This design comes from an exercise in tuning for small area on the open sky130 flow, not from production work.
Function was checked by simulation only, so behaviour that the tests miss may differ from the original.
Power is estimated from default activity; no workload was simulated.

==> flow/design.v (excerpt) <==
module dsi_pattern_top (
	input  logic               clk,
	input  logic               i_rst_n,
	output logic               o_lcd_en_vcc,
	output logic               o_lcd_en_vsp,
	output logic               o_lcd_en_vsn,
	output logic               o_lcd_reset,
	output logic               o_lp_en,
	output logic               o_hs_en,
	output dsi_pkg::dsi_word_t o_link_a,
	output dsi_pkg::dsi_word_t o_link_b
);
Size in the first run: roughly 140 I/O pins.
Settings: LEC_CHECK=0, ABC_AREA=1, CAP_MARGIN=20, CORE_MARGIN=2, CORE_UTILIZATION=60, SLEW_MARGIN=20; clock period 16.0 ns.
standard.sh (not shown) runs the stock make flow with config.mk's settings and CLKGATE_MAP_FILE= SYNTH_SCRIPT=/design/flow/synth_recipe.tcl, a recipe that flattens the netlist after the stock synthesis.
==> flow/flow/run.sh <==
#!/bin/bash
# Standard layout, with two changes:
#  - after the standard synthesis, its combinational logic is mapped again for
#    area (the flip-flops, their names and cell types are left as they are):
#    twelve ABC runs with different seeds, four at a time, the smallest result
#    is kept;
#  - the port buffers are the smallest buffer cell, not the one buffer_ports
#    picks by default.
# Each tool's output goes to a log of its own in the work folder.
set -euo pipefail
W=$(pwd)
R=$W/orfs/results/$FLOW_PLATFORM/dsi_pattern_top/base
LIB=$FLOW_HOME/platforms/$FLOW_PLATFORM/lib/sky130_fd_sc_hd__tt_025C_1v80.lib

bash standard.sh synth > "$W/log_1_synth.log" 2>&1
cp "$R/1_2_yosys.v" "$W/std_synth.v"

mkdir -p "$W/remap"
for s in 1 2 3 4 5 6 7 8 9 10 11 12; do
	sed -e "s/@S1@/$s/" -e "s/@S2@/$((s + 20))/" "$W/flow/remap.abc" > "$W/remap/remap_$s.abc"
	sed -e "s#@LIB@#$LIB#g" -e "s#@IN@#$W/std_synth.v#" -e "s#@OUT@#$W/remap/remapped_$s.v#" \
		-e "s#@TOP@#$FLOW_TOP#" -e "s#@ABC@#$W/remap/remap_$s.abc#" "$W/flow/remap.ys" > "$W/remap/remap_$s.ys"
	yosys -s "$W/remap/remap_$s.ys" > "$W/log_1_remap_$s.log" 2>&1 &
	if (( s % 4 == 0 )); then
		wait
	fi
done
wait
best=""
best_area=""
for s in 1 2 3 4 5 6 7 8 9 10 11 12; do
	a=$(grep "Chip area for module" "$W/log_1_remap_$s.log" | tail -1 | awk '{print $NF}')
	[[ -n "$a" && -f "$W/remap/remapped_$s.v" ]] || continue
	if [[ -z "$best" ]] || awk -v a="$a" -v b="$best_area" 'BEGIN { exit !(a < b) }'; then
		best=$s
		best_area=$a
	fi
done
[[ -n "$best" ]]
echo "remap: kept run $best, area $best_area" > "$W/log_1_remap_choice.log"
cp "$W/remap/remapped_$best.v" "$R/1_2_yosys.v"
rm -f "$R/1_synth.odb" "$R/1_synth.sdc"

BUFFER_PORTS_ARGS="-buffer_cell sky130_fd_sc_hd__buf_1" bash standard.sh finish > "$W/log_2_layout.log" 2>&1
Other scripts of this flow, unchanged in this note and not shown: flow/flow/remap.abc, flow/flow/remap.ys
Change:
--- a/flow/flow/run.sh
+++ b/flow/flow/run.sh
@@ -5 +5 @@
-#    twelve ABC runs with different seeds, four at a time, the smallest result
+#    eight ABC runs with different seeds, four at a time, the smallest result
@@ -19,2 +19,2 @@
-for s in 1 2 3 4 5 6 7 8 9 10 11 12; do
-	sed -e "s/@S1@/$s/" -e "s/@S2@/$((s + 20))/" "$W/flow/remap.abc" > "$W/remap/remap_$s.abc"
+for s in 1 2 3 4 5 6 7 8; do
+	sed -e "s/@S1@/$s/" -e "s/@S2@/$((s + 10))/" "$W/flow/remap.abc" > "$W/remap/remap_$s.abc"
@@ -24 +24 @@
-	if (( s % 4 == 0 )); then
+	if [[ $s == 4 ]]; then
@@ -31 +31 @@
-for s in 1 2 3 4 5 6 7 8 9 10 11 12; do
+for s in 1 2 3 4 5 6 7 8; do
Register-to-register slack degrades by 0.57 ns.
Utilization is lower by 0.31 points.
Hold slack loses 0.013 ns.
Worst setup slack gains 0.0044 ns.
Die area drops by 1.2%.
Total power rises by 2.1%.
Change:
--- a/flow/flow/run.sh
+++ b/flow/flow/run.sh
@@ -5,2 +5,2 @@
-#    eight ABC runs with different seeds, four at a time, the smallest result
-#    is kept;
+#    twenty ABC runs, four at a time: twelve of two optimisation rounds and
+#    eight of three, each with its own seeds; the smallest result is kept;
@@ -19,2 +19,6 @@
-for s in 1 2 3 4 5 6 7 8; do
-	sed -e "s/@S1@/$s/" -e "s/@S2@/$((s + 10))/" "$W/flow/remap.abc" > "$W/remap/remap_$s.abc"
+for s in $(seq 1 20); do
+	if (( s <= 12 )); then
+		sed -e "s/@S1@/$s/" -e "s/@S2@/$((s + 10))/" "$W/flow/remap.abc" > "$W/remap/remap_$s.abc"
+	else
+		sed -e "s/@S1@/$((s + 20))/" -e "s/@S2@/$((s + 40))/" -e "s/@S3@/$((s + 60))/" "$W/flow/remap3.abc" > "$W/remap/remap_$s.abc"
+	fi
@@ -24 +28 @@
-	if [[ $s == 4 ]]; then
+	if (( s % 4 == 0 )); then
@@ -31 +35 @@
-for s in 1 2 3 4 5 6 7 8; do
+for s in $(seq 1 20); do
==> flow/flow/remap3.abc (new file) <==
strash
&get -n
&deepsyn -T 40 -S @S1@
&put
dch
map -a
strash
&get -n
&deepsyn -T 40 -S @S2@
&put
dch
map -a
strash
&get -n
&deepsyn -T 40 -S @S3@
&put
dch
map -a
Effect:
- register-to-register slack improved by 0.24 ns
- worst setup slack got worse by 0.52 ns
- die area rises by 0.30%

## re-timing with driven ports
The flow's constraints put no driver on any port. The routed layouts listed below were extracted and timed again, unchanged, in two steps.
Step 1 assumes that a clkbuf_16 drives the clock port and a buf_2 every other input.
Step 2 moves the port delays by t, midway between the first and last clock arrival at a register: inputs arrive t later, outputs are due t later. That takes back most of the time a late clock gives input paths.
Slacks: no drivers / after step 1 / after step 2; pairs: no drivers / after step 1.
run	t (ns)	setup slack, ns	clock arrival spread, ns	slew at the worst register clock pin (ns)
the first run	0.292	8.305 / 8.279 / 8.571	0.001 / 0.002	0.08 / 0.08
the second run	0.298	8.309 / 8.283 / 8.581	0.005 / 0.006	0.08 / 0.08
the third run	0.300	7.789 / 7.761 / 8.061	0.004 / 0.004	0.09 / 0.09
After both steps every run listed still meets setup and hold.
